Background: an optimization exercise with open tools, aiming at small area, a short achievable clock period and few clock cycles. Do not read the settings as production practice. In this exercise RTL edits were held to simulation tests only and were not proved equivalent to the original. Power is estimated from default activity; no workload was simulated.

===== flow/run.sh =====
#!/bin/bash
# synth_recipe.tcl (not shown) runs the flow's synth.tcl, then flattens the netlist and writes it again
# the make line also repeats each setting of config.mk as NAME=value (left out here)
make -C /OpenROAD-flow-scripts/flow DESIGN_CONFIG=/design/flow/config.mk WORK_HOME=/design/flow/orfs CLKGATE_MAP_FILE= SYNTH_SCRIPT=/design/flow/synth_recipe.tcl finish

===== flow/constraint.sdc =====
create_clock -name core_clock -period 5.5 [get_ports {clk}]
set_input_delay 1.1000 -clock core_clock [delete_from_list [all_inputs] [get_ports {clk}]]
set_output_delay 1.1000 -clock core_clock [all_outputs]
set_load 0.01 [all_outputs]

===== flow/design.v =====
package vpu_pkg;
    localparam int LANES    = 4;
    localparam int LANE_W   = 16;
    localparam int NUM_REGS = 8;
    localparam int VEC_W    = LANES * LANE_W;
    localparam int REG_AW   = $clog2(NUM_REGS);
    localparam int MEM_AW   = 12;
    localparam int PC_W     = 8;
    localparam int INSTR_W  = 32;
    localparam int IMM_W    = 12;
    localparam int OPC_MSB = 31;
    localparam int OPC_LSB = 28;
    localparam int VD_MSB  = 27;
    localparam int VD_LSB  = 25;
    localparam int VS1_MSB = 24;
    localparam int VS1_LSB = 22;
    localparam int VS2_MSB = 21;
    localparam int VS2_LSB = 19;
    localparam int IMM_MSB = 11;
    localparam int IMM_LSB = 0;
    typedef logic [LANE_W-1:0]  lane_t;
    typedef logic [VEC_W-1:0]   vec_t;
    typedef logic [REG_AW-1:0]  reg_addr_t;
    typedef logic [MEM_AW-1:0]  mem_addr_t;
    typedef logic [PC_W-1:0]    pc_t;
    typedef logic [INSTR_W-1:0] instr_t;
    typedef logic [IMM_W-1:0]   imm_t;
    typedef enum logic [3:0] {
        OP_NOP    = 4'd0,
        OP_VADD   = 4'd1,
        OP_VSUB   = 4'd2,
        OP_VAND   = 4'd3,
        OP_VOR    = 4'd4,
        OP_VXOR   = 4'd5,
        OP_VADDI  = 4'd6,
        OP_VLOAD  = 4'd7,
        OP_VSTORE = 4'd8,
        OP_JUMP   = 4'd9
    } opcode_e;
    typedef enum logic [1:0] {
        WB_NONE = 2'd0,
        WB_ALU  = 2'd1,
        WB_MEM  = 2'd2
    } wb_sel_e;
endpackage
`timescale 1ns/1ps
module fetch_unit (
    input  logic           clk,
    input  logic           rst_n,
    input  logic           advance,
    input  logic           jump,
    input  vpu_pkg::pc_t   jump_target,
    output vpu_pkg::pc_t   pc
);
    vpu_pkg::pc_t pc_next;
    assign pc_next = jump ? jump_target : pc + vpu_pkg::pc_t'(1);
    always_ff @(posedge clk) begin
        if (!rst_n) begin
            pc <= '0;
        end else if (advance) begin
            pc <= pc_next;
        end
    end
endmodule
`timescale 1ns/1ps
module instr_decoder (
    input  vpu_pkg::instr_t    instr,
    input  logic [7:0]         rf_valid,     
    input  logic               ex_store,     
    output logic [7:0]         sel_a,
    output logic [7:0]         sel_b,
    output logic               sel_imm,
    output logic [7:0]         wen,
    output logic               writes,
    output logic               op_arith,
    output logic               op_sub,
    output logic               op_and,
    output logic               op_or,
    output logic               op_xor,
    output logic               op_load,
    output logic               op_store,
    output logic               jump,
    output logic               stall
);
    logic [3:0] opc;
    logic [2:0] vd;
    logic [2:0] vs1;
    logic [2:0] vs2;
    logic       is_rr;
    logic       is_addi;
    logic       is_load;
    logic       is_store;
    assign opc = instr[vpu_pkg::OPC_MSB:vpu_pkg::OPC_LSB];
    assign vd  = instr[vpu_pkg::VD_MSB:vpu_pkg::VD_LSB];
    assign vs1 = instr[vpu_pkg::VS1_MSB:vpu_pkg::VS1_LSB];
    assign vs2 = instr[vpu_pkg::VS2_MSB:vpu_pkg::VS2_LSB];
    assign is_rr    = (opc >= 4'd1) && (opc <= 4'd5);
    assign is_addi  = (opc == 4'd6);
    assign is_load  = (opc == 4'd7);
    assign is_store = (opc == 4'd8);
    assign jump     = (opc == 4'd9);
    assign stall = is_load && ex_store;
    assign writes   = (is_rr || is_addi || is_load) && !stall;
    assign op_arith = (opc == 4'd1) || (opc == 4'd2) || is_addi;
    assign op_sub   = (opc == 4'd2);
    assign op_and   = (opc == 4'd3);
    assign op_or    = (opc == 4'd4);
    assign op_xor   = (opc == 4'd5);
    assign op_load  = is_load;
    assign op_store = is_store && !stall;
    assign sel_imm  = is_addi;
    always_comb begin
        for (int i = 0; i < 8; i++) begin
            sel_a[i] = (is_rr || is_addi) && (vs1 == 3'(i)) && rf_valid[i];
            sel_b[i] = (is_rr || is_store) && (vs2 == 3'(i)) && rf_valid[i];
            wen[i]   = writes && (vd == 3'(i));
        end
    end
endmodule
`timescale 1ns/1ps
module vector_regfile (
    input  logic               clk,
    input  logic [7:0]         wen,
    input  vpu_pkg::vec_t      wdata,
    input  logic [7:0]         sel_a,
    input  logic [7:0]         sel_b,
    input  logic               sel_imm,
    input  vpu_pkg::imm_t      imm,
    output vpu_pkg::vec_t      rdata_a,
    output vpu_pkg::vec_t      rdata_b
);
    vpu_pkg::vec_t regs [vpu_pkg::NUM_REGS];
    vpu_pkg::vec_t imm_vec;
    always_ff @(posedge clk) begin
        for (int i = 0; i < vpu_pkg::NUM_REGS; i++) begin
            if (wen[i]) begin
                regs[i] <= wdata;
            end
        end
    end
    assign imm_vec = {vpu_pkg::LANES{{(vpu_pkg::LANE_W-vpu_pkg::IMM_W){1'b0}}, imm}};
    always_comb begin
        rdata_a = '0;
        rdata_b = sel_imm ? imm_vec : '0;
        for (int i = 0; i < vpu_pkg::NUM_REGS; i++) begin
            rdata_a = rdata_a | (regs[i] & {vpu_pkg::VEC_W{sel_a[i]}});
            rdata_b = rdata_b | (regs[i] & {vpu_pkg::VEC_W{sel_b[i]}});
        end
    end
endmodule
`timescale 1ns/1ps
module vector_alu (
    input  logic             op_arith,
    input  logic             op_sub,
    input  logic             op_and,
    input  logic             op_or,
    input  logic             op_xor,
    input  logic             op_load,
    input  vpu_pkg::vec_t    vec_a,
    input  vpu_pkg::vec_t    vec_b,
    input  vpu_pkg::vec_t    mem_data,
    output vpu_pkg::vec_t    result
);
    always_comb begin
        vpu_pkg::lane_t a_l;
        vpu_pkg::lane_t b_l;
        vpu_pkg::lane_t s_l;
        for (int i = 0; i < vpu_pkg::LANES; i++) begin
            a_l = vec_a[i*vpu_pkg::LANE_W +: vpu_pkg::LANE_W];
            b_l = vec_b[i*vpu_pkg::LANE_W +: vpu_pkg::LANE_W];
            s_l = a_l + (b_l ^ {vpu_pkg::LANE_W{op_sub}}) + vpu_pkg::lane_t'(op_sub);
            result[i*vpu_pkg::LANE_W +: vpu_pkg::LANE_W] =
                  (s_l         & {vpu_pkg::LANE_W{op_arith}})
                | ((a_l & b_l) & {vpu_pkg::LANE_W{op_and}})
                | ((a_l | b_l) & {vpu_pkg::LANE_W{op_or}})
                | ((a_l ^ b_l) & {vpu_pkg::LANE_W{op_xor}})
                | (mem_data[i*vpu_pkg::LANE_W +: vpu_pkg::LANE_W] & {vpu_pkg::LANE_W{op_load}});
        end
    end
endmodule
`timescale 1ns/1ps
module operand_forward (
    input  logic               ex_store,
    input  vpu_pkg::imm_t      ex_imm,
    input  vpu_pkg::imm_t      id_imm,
    output vpu_pkg::mem_addr_t mem_addr
);
    assign mem_addr = ex_store ? ex_imm : id_imm;
endmodule
`timescale 1ns/1ps
module vpu_core (
    input  logic               clk,
    input  logic               rst_n,
    input  logic               en,
    output vpu_pkg::pc_t       pc,
    input  vpu_pkg::instr_t    instr,
    output vpu_pkg::mem_addr_t mem_addr,
    output logic               mem_read,
    output logic               mem_write,
    output vpu_pkg::vec_t      mem_wdata,
    input  vpu_pkg::vec_t      mem_rdata,
    output logic               data_out_vld,
    output vpu_pkg::vec_t      data_out,
    output vpu_pkg::reg_addr_t reg_wb
);
    logic [7:0]         id_sel_a;
    logic [7:0]         id_sel_b;
    logic               id_sel_imm;
    logic [7:0]         id_wen;
    logic               id_writes;
    logic               id_arith;
    logic               id_sub;
    logic               id_and;
    logic               id_or;
    logic               id_xor;
    logic               id_load;
    logic               id_store;
    logic               id_jump;
    logic               stall;
    logic [7:0]         rf_valid;
    logic [7:0]         rf_valid_next;
    logic [7:0]         ex_sel_a;
    logic [7:0]         ex_sel_b;
    logic               ex_sel_imm;
    logic [7:0]         ex_wen;
    logic               ex_writes;
    vpu_pkg::reg_addr_t ex_vd;
    vpu_pkg::imm_t      ex_imm;
    logic               ex_arith;
    logic               ex_sub;
    logic               ex_and;
    logic               ex_or;
    logic               ex_xor;
    logic               ex_load;
    logic               ex_store;
    vpu_pkg::vec_t      ex_a;
    vpu_pkg::vec_t      ex_b;
    vpu_pkg::vec_t      ex_result;
    logic               wb_valid;
    vpu_pkg::reg_addr_t wb_vd;
    vpu_pkg::vec_t      wb_data;
    fetch_unit u_fetch (
        .clk         (clk),
        .rst_n       (rst_n),
        .advance     (en && !stall),
        .jump        (id_jump),
        .jump_target (instr[vpu_pkg::PC_W-1:0]),
        .pc          (pc)
    );
    assign rf_valid_next = rf_valid | ex_wen;
    instr_decoder u_decoder (
        .instr    (instr),
        .rf_valid (rf_valid_next),
        .ex_store (ex_store),
        .sel_a    (id_sel_a),
        .sel_b    (id_sel_b),
        .sel_imm  (id_sel_imm),
        .wen      (id_wen),
        .writes   (id_writes),
        .op_arith (id_arith),
        .op_sub   (id_sub),
        .op_and   (id_and),
        .op_or    (id_or),
        .op_xor   (id_xor),
        .op_load  (id_load),
        .op_store (id_store),
        .jump     (id_jump),
        .stall    (stall)
    );
    always_ff @(posedge clk) begin
        if (!rst_n) begin
            ex_wen    <= '0;
            ex_writes <= 1'b0;
            ex_store  <= 1'b0;
            rf_valid  <= '0;
        end else if (en) begin
            ex_wen    <= id_wen;
            ex_writes <= id_writes;
            ex_store  <= id_store;
            rf_valid  <= rf_valid_next;
        end
    end
    always_ff @(posedge clk) begin
        if (en) begin
            ex_sel_a   <= id_sel_a;
            ex_sel_b   <= id_sel_b;
            ex_sel_imm <= id_sel_imm;
            ex_vd      <= instr[vpu_pkg::VD_MSB:vpu_pkg::VD_LSB];
            ex_imm     <= instr[vpu_pkg::IMM_MSB:vpu_pkg::IMM_LSB];
            ex_arith   <= id_arith;
            ex_sub     <= id_sub;
            ex_and     <= id_and;
            ex_or      <= id_or;
            ex_xor     <= id_xor;
            ex_load    <= id_load;
        end
    end
    operand_forward u_mem_port (
        .ex_store (ex_store),
        .ex_imm   (ex_imm),
        .id_imm   (instr[vpu_pkg::IMM_MSB:vpu_pkg::IMM_LSB]),
        .mem_addr (mem_addr)
    );
    assign mem_read  = en;
    assign mem_write = en && ex_store;
    assign mem_wdata = ex_b;
    vector_regfile u_regfile (
        .clk     (clk),
        .wen     (ex_wen & {8{en}}),
        .wdata   (ex_result),
        .sel_a   (ex_sel_a),
        .sel_b   (ex_sel_b),
        .sel_imm (ex_sel_imm),
        .imm     (ex_imm),
        .rdata_a (ex_a),
        .rdata_b (ex_b)
    );
    vector_alu u_alu (
        .op_arith (ex_arith),
        .op_sub   (ex_sub),
        .op_and   (ex_and),
        .op_or    (ex_or),
        .op_xor   (ex_xor),
        .op_load  (ex_load),
        .vec_a    (ex_a),
        .vec_b    (ex_b),
        .mem_data (mem_rdata),
        .result   (ex_result)
    );
    always_ff @(posedge clk) begin
        if (!rst_n) begin
            wb_valid <= 1'b0;
        end else if (en) begin
            wb_valid <= ex_writes;
        end
    end
    always_ff @(posedge clk) begin
        if (en) begin
            wb_vd   <= ex_vd;
            wb_data <= ex_result;
        end
    end
    assign data_out_vld = en && wb_valid;
    assign data_out     = wb_data;
    assign reg_wb       = wb_vd;
endmodule

===== flow/config.mk =====
export PLATFORM = sky130hd
export DESIGN_NAME = vpu_core
export DESIGN_NICKNAME = vpu_core
export VERILOG_FILES = /design/flow/design.v
export SDC_FILE = /design/flow/constraint.sdc
export NUM_CORES = 4
export LEC_CHECK = 0
export CAP_MARGIN = 20
export CORE_MARGIN = 2
export CORE_UTILIZATION = 40
export SETUP_SLACK_MARGIN = 2.0
export SLEW_MARGIN = 20

==> results of run 1 <==
==> registers in the layout, indices dropped and copies added (netlist names) <==
name	flops
wb_vd	3
rf_valid	8
ex_wen	8
ex_store	1
u_fetch.pc	8
ex_imm	12
ex_arith	1
wb_valid	1
ex_and	1
ex_sel_b	8
wb_data	64
ex_sel_imm	1
ex_vd	3
ex_xor	1
ex_writes	1
u_regfile.regs	512
ex_or	1
ex_sub	1
ex_load	1
ex_sel_a	8
==> cell usage in the layout (no fill, tap or decap), types with 20 or more instances in the layout <==
cell             synthesis  final
and3_4                   0     24
xor2_1                  28     27
a22o_1                  42     42
clkbuf_16                0     79
inv_1                  163    130
nand2b_1                22     21
nand2_1                115    114
o21ai_0                146     93
nand4_1                 85     85
a221oi_1                95     54
a22oi_2                  0     32
buf_12                   0     45
buf_6                    3    146
dfxtp_1                 27     27
a222oi_1                48     48
xnor2_1                 76     56
a22oi_1                393    361
clkdlybuf4s50_1          0    178
ha_1                   185    171
o21ai_2                  0     30
a221oi_2                 0     28
buf_4                    1    319
nor3_1                  27     22
nand3_1                 35     27
edfxtp_1               617    617
buf_2                    1     20
nor2_1                  44     42
==> final timing paths <==
check             cells past startpoint           to   startpoint
setup / recovery                     19  wb_data[61]  ex_sel_b[4]
hold / removal                        0     wb_vd[0]     ex_vd[0]
setup reg to reg                     19  wb_data[61]  ex_sel_b[4]
hold reg to reg                       0     wb_vd[0]     ex_vd[0]
==> cell type report <==
type,instances,area (µm²)
tap,1060,1330
inverter,164,676
antenna,1,2.50
multi-input combinational,1639,14400
fill,6373,35300
timing repair buffer,751,7560
clock buffer,92,2030
clock inverter,43,383
sequential,644,19100
==> power groups by stage <==
stage	sequential, mW	clock [mW]	combinational, mW
2_1_floorplan	5.70	0	1.01
3_3_place_gp	5.73	0	1.73
3_5_place_dp	5.73	0	1.77
4_1_cts	5.61	4.97	2.24
5_1_grt	5.62	5.18	2.72
6_report	5.62	4.96	2.60
==> kinds of logic after synthesis <==
| group | Yosys count |
|---|---|
| AOI/OAI and AO/OA | 870 |
| xor gates and xnor gates | 104 |
| adders and majority gates | 189 |
| buffers and inverters | 337 |
| DFF | 644 |
| muxes | 22 |
| and+or+nand+nor | 444 |
==> per-stage QoR <==
stage | std cells | setup slack (ps) | hold WS [ps]
floorplan | 2610 | 1970 | 400
global placement | 3871 | 833 | 410
detailed placement | 3871 | 728 | 409
CTS | 4272 | 1520 | 423
global route | 4393 | 1260 | 436
finish | 4394 | 1370 | 421
==> cell usage after synthesis (12+ instances only) <==
cell / instances
edfxtp_1: 617
a22oi_1: 393
ha_1: 185
inv_1: 163
o21ai_0: 146
clkbuf_1: 122
nand2_1: 115
a221oi_1: 95
nand4_1: 85
xnor2_1: 76
a222oi_1: 48
buf_1: 46
nor2_1: 44
a22o_1: 42
and3_1: 41
a21oi_1: 37
nand3_1: 35
xor2_1: 28
dfxtp_1: 27
nor3_1: 27
nand2b_1: 22
nor2b_1: 19
and2_1: 18
a21o_1: 12
mux2_2: 12
==> timing repair <==
action,in CTS,in global routing
buffers inserted,236,114
setup endpoints to repair,560,541
pin swaps,137,142
gates cloned,30,7
gates resized for setup,609,308
==> layer usage <==
| layer | vias to the layer above | wire [µm] |
|---|---|---|
| met3 | 473 | 16800 |
| met4 | 4 | 7740 |
| met5 | - | 32 |
| li1 | 11800 | - |
| met1 | 14200 | 48800 |
| met2 | 2318 | 61000 |
==> results.toml, run 1 <==
[timing]
post-route-period-util_pct = 75.0
worstMarginPinSlew_ps = 1130
slew_viol_final = 0
fmax_mhz = 242
finalHoldViolations = 0
fin_setup_tns_ps = 0
clock_skew_ps = 19.6
slew_headroom_pct = 24.5
setup_viol = 0
rsz0062_at_grt = "true"
period_needed_ps = 4130

[yosys]
synthSimpleGateAreaFrac_pct = 7.20
synth_top_cell_area_share_pct = 56.7
muxShareOfSynthArea_pct = 0.743
synth-compound-area-share_pct = 19.6
synth_edf_count = 617
netlist_instances = 2610
synthAdderAreaFrac_pct = 7.33
syn-mean-instance-area_um2 = 12.5
synth-xor-area-share_pct = 2.79
yosysSeqAreaShare_pct = 58.4
syn-cell-area_um2 = 32700
synth_cell_types = 65
async_flop_share_pct = 0
synth_top_family_by_area = "compound AO/OA/AOI/OAI gates"
syn_nets = 2898
synth_warnings = 6
ys_ff_latch = 644
yosys.area.top_type = "edfxtp_1"
synth_ff_type = "edfxtp_1"
ys_top_cells_by_area = "edfxtp_1 (57%), a22oi_1 (9.0%), ha_1 (7.1%)"

[pwr]
power_mw = 13.2
switchingPower_mw = 3.59
power.internal_mw = 9.58
peakVddDrop_mv = 0.187
power_frac_seq_pct = 42.6
combPwrFrac_pct = 19.7
sw_frac_of_total_pct = 27.3
clock_power_share_pct = 37.6
power.density_nw_per_um2 = 290
total_leakage_power_nw = 16.6

[cells_and_area]
nets = 3561
drive_above_1_share_pct = 30.3
post-route-util_pct = 56.3
area_growth_pct = 39.0
stdcell_area_um2 = 45400

[clock_tree]
clk_pin_slew_ps = 60
root_buffer = "clkbuf_16"
cts.sink_count = 644
cts_max_level = 3
cts_buffer_depth = 3
cts_buffers = 73
cts_tree = "built"
ctsHoldBuffers = 0
insertion_delay_ps = 630

[floorplanning]
fp.dieW_um = 290
ioPinCount = 253
row_count = 104
die-area_um2 = 84000
core_area_um2 = 80700
start_util_pct = 40.5
die_y_um = 290

[setup_path]
critPathMaxFanout = 8
worstPathRequired_ps = 5870
crit_chain = "buf_6 > buf_6 > buf_6 > buf_6 > buf_8 > buf_16 > a22o_1 > a221oi_2 > and3_4 > xnor2_4 > ha_4 > o21ai_2 > nand2b_1 > and4_1 > a311o_1 > a21o_4 > mux2i_1 > o211ai_1 > buf_4"
path_common_cell = "buf_6"
endpoint_kind = "flop"
cp.arrival_ps = 4500
critPathSlowestCell = "a311o_1"
worstSetupPathType = "reg2reg"
rrSetupSlack_ps = 1370
startpoint_type = "flop"
crit_buf_inv = 7
cp_slowest_stage_delay_ps = 420
critPathTopFamily = "compound AO/OA/AOI/OAI gates"

[drt]
first_iter_violations = 4177
drc = 0
viasPerCell = 6.56
wire_per_inst_um = 30.6
first_pass_iters = 9
drt-total-wl_mm = 134
via_count = 28800
ant_nets = 0

[place]
dpl_cell_area_um2 = 37100
io_buffers = 245
gp_congestion = 0.901
dp_hpwl_mm = 75.3

[global_route]
grt_max_degree = 66
antenna_found_initial = 4
grt_pass1_vias = 28300
groute.usage.overall_pct = 30.1
grt_pass1_wl_mm = 188
grt-ovfl-total = 0
top_usage_layer = "met2"
grt_util_met3_pct = 6.64
grt_util_met1_pct = 38.5
grtUsageMet2_pct = 47.5

[worst_hold_path]
holdCritPathClass = "reg2reg"

[job]
maxCapViolCount = 0

[outcome]
outcome = "no timing/DRC/antenna violations"
Testbench counts, summed over its fixed seeds: cycles 17,973.
==> inputs of run 2 (changes only) <==
--- a/flow/config.mk
+++ b/flow/config.mk
@@ -8,5 +8,5 @@
 export CAP_MARGIN = 20
 export CORE_MARGIN = 2
 export CORE_UTILIZATION = 40
-export SETUP_SLACK_MARGIN = 2.0
+export SETUP_SLACK_MARGIN = 2.8
 export SLEW_MARGIN = 20
==> run 2 against run 1 <==
  * Combinational power grew 15%
  * Flip-flop and latch count is the same
  * Sequential share of layout area decreased by 1.4 points
  * Critical path depth shrank 5
  * Utilization is 2.0 points higher
  * Clock-buffer cell count fell by 2
  * Power rose by 3.3%
  * Hold slack improved by 7.8 ps
  * Sequential power about the same
  * Synthesized cell count unchanged
  * Clock power up 1%
  * Synthesized area did not move
  * Largest power group unchanged
==> results.toml, run 2 <==
[cells_and_area]
largest_reg_flops = 512
area_growth_pct = 43.8
nets = 3587
reg.largest.list = "u_regfile.regs: 512 flops, wb_data: 64 flops, ex_imm: 12 flops"
largest_register = "u_regfile.regs"
layout.cells.non_filler = 4417
layout_common_cells = "edfxtp_1 (617), a22oi_1 (369), buf_4 (303)"
post-route-util_pct = 58.3
stdcell_area_um2 = 47000
fillCellCount = 6170
multi_input_area_um2 = 15500
regArea_um2 = 19100
drive_above_1_share_pct = 34.3
final_common_cell = "edfxtp_1"

[drt]
top_layer = "met4"
first_iter_violations = 4333
wire_per_inst_um = 31.2
ant_nets = 0
first_pass_iters = 9
drc = 0
route.met3.wl_mm = 19.0
met2_length_mm = 61.5
via_count = 29100
viasPerCell = 6.58
drt-total-wl_mm = 138
wl_met1_mm = 49.5

[timing]
slew_headroom_pct = 29.1
period_needed_ps = 4030
rsz0062_at_grt = "true"
setup_viol = 0
fin_setup_tns_ps = 0
post-route-period-util_pct = 73.2
clock_skew_ps = 34.6
worstMarginPinSlew_ps = 1060
slew_viol_final = 0
finalHoldViolations = 0
fmax_mhz = 248

[yosys]
ys_ff_latch = 644
syn-cell-area_um2 = 32700
netlist_instances = 2610
ys_top_cells_by_area = "edfxtp_1 (57%), a22oi_1 (9.0%), ha_1 (7.1%)"
synth.most_common_cell = "edfxtp_1"
synth_cell_types = 65
synth_warnings = 6
async_flop_share_pct = 0
synth_ff_type = "edfxtp_1"
yosysSeqAreaShare_pct = 58.4
syn-mean-instance-area_um2 = 12.5
yosys.area.top_type = "edfxtp_1"
synth_commonest_cells = "edfxtp_1 (617), a22oi_1 (393), ha_1 (185)"
syn_nets = 2898
synth_top_cell_area_share_pct = 56.7
synth_edf_count = 617

[place]
dp.cells = 3832
io_buffers = 245
dp_hpwl_mm = 73.9
gp_congestion = 0.905
dpl_cell_area_um2 = 37100

[pwr]
peakVddDrop_mv = 0.203
power.density_nw_per_um2 = 289
power_mw = 13.6
total_leakage_power_nw = 17.2

[floorplanning]
core_area_um2 = 80700
ioPinCount = 253
fp.dieW_um = 290
start_util_pct = 40.5
row_count = 104
die_y_um = 290
die-area_um2 = 84000

[setup_path]
r2r.worst_path.cells = 14
r2r_start = "ex_sel_b[7]"
rrSetupSlack_ps = 1470
crit_chain = "buf_12 > buf_8 > a222oi_1 > nand3_1 > a221oi_4 > xnor2_1 > ha_1 > o21ai_1 > nand2b_1 > and4_1 > a311o_1 > a21o_4 > nor3b_4 > or3_4"
critPathMaxFanout = 7
reg2reg_to = "u_regfile.regs[1][13]"
endpoint_kind = "flop"
startpoint_type = "flop"
critPathSlowestCell = "edfxtp_1"
worstPathRequired_ps = 5850
worstSetupPathType = "reg2reg"
cp_slowest_stage_delay_ps = 430
cp.arrival_ps = 4380

[clock_tree]
cts.sink_count = 644
ctsHoldBuffers = 0
insertion_delay_ps = 630
clk_pin_slew_ps = 60
root_buffer = "clkbuf_16"
cts_buffers = 73
cts_buffer_depth = 3
cts_max_level = 3
cts_tree = "built"

[job]
maxCapViolCount = 0

[global_route]
grt_max_degree = 66
antenna_found_initial = 2
grt_pass1_vias = 28600
groute.usage.overall_pct = 31.1
grt_pass1_wl_mm = 193
grt-ovfl-total = 0

[worst_hold_path]
holdCritStartpoint = "ex_vd[2]"
hold_path_end = "wb_vd[2]"
holdPathStages = 0
holdCritPathClass = "reg2reg"

[outcome]
outcome = "no timing/DRC/antenna violations"
## run 2: worst max-delay path by stage
stage | startpoint | end | slack [ps] | cells past startpoint
final | ex_sel_b[7] | u_regfile.regs[1][13] | 1470 | 14
after floorplan | ex_sel_b[4] | u_regfile.regs[0][14] | 2050 | 16
after CTS | ex_sel_b[4] | wb_data[13] | 1560 | 13
after detailed placement | ex_sel_b[3] | u_regfile.regs[5][14] | 930 | 15
after global placement | ex_sel_b[3] | u_regfile.regs[4][14] | 1000 | 15
after global routing | ex_sel_a[3] | wb_data[44] | 1400 | 17
## run 2: cell type report
cell class | instances | area share (%)
Sequential cell | 644 | 40.6
Multi-Input combinational cell | 1659 | 33.0
Timing Repair Buffer | 757 | 17.0
Clock buffer | 90 | 4.22
Tap cell | 1060 | 2.82
Inverter | 164 | 1.44
Clock inverter | 42 | 0.964
Antenna cell | 1 | 0.00532
## run 2: layer usage
layer  track usage (%)  vias to the layer above
met5                 0                        -
met4              15.3                        0
met3              8.23                      506
met2              48.5                     2346
met1              40.2                    14300
li1                  -                    11900
## run 2: critical path: cells and delay by family, from the launching register on
| kind | cells | cell delay, ps |
|---|---|---|
| DFF | 1 | 430 |
| AOI/OAI and AO/OA | 5 | 1390 |
| and+or+nand+nor | 5 | 1090 |
| adders and majority gates | 1 | 380 |
| buffers and inverters | 2 | 330 |
| xor gates and xnor gates | 1 | 130 |
## run 2: timing repair
| action | 4_1_cts | 5_1_grt |
|---|---|---|
| setup buffers | 286 | 104 |
| cloned | 51 | 11 |
| gates resized for setup | 781 | 341 |
| setup endpoints to repair | 905 | 665 |
| pin swaps | 192 | 170 |
## run 2: power breakdown
| part | total, mW | leakage [nW] | internal (mW) | switching [mW] |
|---|---|---|---|---|
| clock network | 5.02 | 1.18 | 2.99 | 2.03 |
| logic | 2.99 | 10.4 | 1.31 | 1.68 |
| registers | 5.59 | 5.66 | 5.54 | 0.0486 |
| total | 13.6 | 17.2 | 9.84 | 3.76 |
## run 2: cell families after synthesis
family	after synthesis	share of synthesized area [%]
fa+ha+maj	189	7.33
xor+xnor	104	2.79
simple gates	444	7.20
compound gates	870	19.6
mux	22	0.743
flops	644	58.4
buf+inv	337	3.96
## run 2: stage by stage
step	hold WS [ps]	worst slack, ps
5_1_grt	452	1400
6_report	429	1470
4_1_cts	433	1560
3_5_place_dp	408	935
3_3_place_gp	415	999
2_1_floorplan	400	2050
==> inputs of run 3 (changes only) <==
--- a/flow/config.mk
+++ b/flow/config.mk
@@ -8,5 +8,4 @@
 export CAP_MARGIN = 20
 export CORE_MARGIN = 2
 export CORE_UTILIZATION = 40
-export SETUP_SLACK_MARGIN = 2.8
 export SLEW_MARGIN = 20
==> run 3 against run 2 <==
  * Critical path depth decreased by 1
  * Utilization decreased by 9.3 points
  * Synthesized area unchanged
  * Die area unchanged
  * Sequential power increased by 0.7%
  * First-iteration DRC count decreased by 11%
  * Sequential share of layout area increased by 7.7 points
  * Routed wire length decreased by 11%
  * Setup slack got worse by 970 ps
  * Maximum frequency decreased by 19%
  * Global-route usage decreased by 3.0 points
  * Largest power group unchanged
==> results.toml, run 3 <==
[yosys]
synth_cell_types = 65
yosys.area.top_type = "edfxtp_1"
synth_edf_count = 617
syn-cell-area_um2 = 32700
synth_top_cell_area_share_pct = 56.7
syn-mean-instance-area_um2 = 12.5
yosysSeqAreaShare_pct = 58.4
async_flop_share_pct = 0
synth_ff_type = "edfxtp_1"
ys_top_cells_by_area = "edfxtp_1 (57%), a22oi_1 (9.0%), ha_1 (7.1%)"
synth_warnings = 6
ys_ff_latch = 644
syn_nets = 2898
synth_commonest_cells = "edfxtp_1 (617), a22oi_1 (393), ha_1 (185)"
synth.most_common_cell = "edfxtp_1"
netlist_instances = 2610

[global_route]
grt_max_degree = 66
grt_pass1_wl_mm = 176
grtUsageMet2_pct = 44.9
grt-ovfl-total = 0
grt_util_met1_pct = 36.7
grt_pass1_vias = 26400
antenna_found_initial = 0
grt_util_met3_pct = 5.84
groute.usage.overall_pct = 28.1
top_usage_layer = "met2"

[drt]
first_iter_violations = 3841
drc = 0
ant_nets = 0
via_count = 26400
first_pass_iters = 7
drt-total-wl_mm = 123
viasPerCell = 6.58
wire_per_inst_um = 30.6

[cells_and_area]
final_common_cell = "edfxtp_1"
reg.largest.list = "u_regfile.regs: 512 flops, wb_data: 64 flops, ex_imm: 12 flops"
diodes = 0
regArea_um2 = 19100
layout.cells.non_filler = 4007
stdcell_area_um2 = 39500
layout_common_cells = "edfxtp_1 (617), a22oi_1 (393), clkdlybuf4s50_1 (244)"
post-route-util_pct = 48.9
largest_reg_flops = 512
multi_input_area_um2 = 12400
fillCellCount = 6924
area_growth_pct = 20.8
drive_above_1_share_pct = 9.50
largest_register = "u_regfile.regs"
nets = 3179

[place]
pre_cts_ws_ps = 412
dpl_cell_area_um2 = 37000
dp_hpwl_mm = 76.4
dp.cells = 3875
gp_congestion = 0.909
io_buffers = 245

[floorplanning]
die_y_um = 290
fp.dieW_um = 290
ioPinCount = 253
start_util_pct = 40.5
core_area_um2 = 80700
row_count = 104
die-area_um2 = 84000

[pwr]
peakVddDrop_mv = 0.258
power.density_nw_per_um2 = 315
total_leakage_power_nw = 14.0
power_mw = 12.4

[timing]
finalHoldViolations = 0
fin_setup_tns_ps = 0
setup_viol = 0
period_needed_ps = 4990
post-route-period-util_pct = 90.8
fmax_mhz = 200
rsz0062_at_grt = "false"
slew_viol_final = 0
setup_ws_ps = 505
worstMarginPinSlew_ps = 1210
holdWs_ps = 429
slew_headroom_pct = 19.3
clock_skew_ps = 25.7

[setup_path]
cp.arrival_ps = 5320
path_common_cell = "o21ai_0"
critPathTopFamily = "compound AO/OA/AOI/OAI gates"
endpoint_kind = "flop"
reg2reg_to = "u_regfile.regs[4][12]"
r2r_start = "ex_sel_b[4]"
crit_chain = "buf_4 > a22oi_1 > nand4_2 > mux2i_2 > fa_1 > nor2b_1 > o21ai_0 > a21boi_0 > o21ai_0 > a211oi_1 > o31ai_1 > xnor2_1 > o21ai_1"
worstPathRequired_ps = 5820
startpoint_type = "flop"
cp_num_cells = 13
critPathSlowestCell = "a211oi_1"
rrSetupSlack_ps = 510
crit_buf_inv = 1
critPathMaxFanout = 21
cp_slowest_stage_delay_ps = 800
r2r.worst_path.cells = 13
worstSetupPathType = "reg2reg"
endpoint = "u_regfile.regs[4][12]"
worstSetupStartpoint = "ex_sel_b[4]"

[clock_tree]
cts.sink_count = 644
cts_max_level = 3
cts_setup_buffers = 0
insertion_delay_ps = 620
cts_tree = "built"
clk_pin_slew_ps = 60
cts_buffer_depth = 3
ctsHoldBuffers = 0
cts_resized = 0
root_buffer = "clkbuf_16"
cts_buffers = 73

[outcome]
outcome = "no timing/DRC/antenna violations"

[worst_hold_path]
holdCritPathClass = "reg2reg"

[job]
maxCapViolCount = 0
[run 3: kinds of logic after synthesis]
kind of cell	synth area share [%]
AO/OA/AOI/OAI	19.6
adder cells (fa/ha/maj)	7.33
buffers and inverters	3.96
flip-flops	58.4
AND/OR/NAND/NOR	7.20
multiplexers	0.743
XOR/XNOR	2.79
[run 3: where the power goes]
group | internal, mW | leakage [nW] | switching (mW)
sequential | 5.55 | 5.65 | 0.0837
clock | 2.98 | 1.17 | 2.02
combinational | 0.689 | 7.14 | 1.13
[run 3: metal layers]
metal | vias up | share of wire (%) | wire, µm
met5 | - | 0 | 0
met4 | 0 | 4.4 | 5380
met3 | 331 | 12 | 14400
met2 | 2002 | 46 | 56100
met1 | 13000 | 38 | 46700
li1 | 11000 | - | -
[run 3: area by class of cell]
type | count | area share (%)
repair buffers | 379 | 9.32
flip-flops and latches | 644 | 48.3
multi-input cells | 1629 | 31.3
inverters | 164 | 1.57
clock inverters | 45 | 1.20
clock buffers | 86 | 4.96
well taps | 1060 | 3.36
[run 3: worst min path at each step]
stage,start,to,cells past startpoint
floorplan,ex_vd[0],wb_vd[0],0
finish,ex_vd[1],wb_vd[1],0
global route,ex_vd[1],wb_vd[1],0
global placement,ex_vd[2],wb_vd[2],0
detailed placement,ex_vd[1],wb_vd[1],0
CTS,ex_vd[1],wb_vd[1],0

## separate check: timing with driven ports
The flow's constraints put no driver on any port. The routed layouts listed below were extracted and timed again, unchanged, in two steps.
Step 1 (the two cells are an assumption about what drives the block):
set clk [get_ports {clk}]
set_driving_cell -lib_cell sky130_fd_sc_hd__clkbuf_16 $clk
set_driving_cell -lib_cell sky130_fd_sc_hd__buf_2 [delete_from_list [all_inputs] $clk]
Step 2 times the ports against the registers' clock, not the clock port: input delays grow and output delays shrink by t, the midpoint of the rising clock arrivals with the driver on.
Slacks: ideal ports / drivers / drivers and shift; pairs: ideal ports / drivers.
run	shift t [ns]	slack for setup (ns)	clock arrival spread, ns	worst register clock-pin slew, ns	cell pins on the clock port's net
run 1	0.684	1.373 / 1.373 / 1.373	0.019 / 0.019	0.06 / 0.06	1
run 2	0.681	1.473 / 1.473 / 1.473	0.036 / 0.036	0.06 / 0.06	1
run 3	0.675	0.505 / 0.505 / 0.505	0.028 / 0.028	0.06 / 0.06	1
After both steps setup and hold are still met in every run listed.
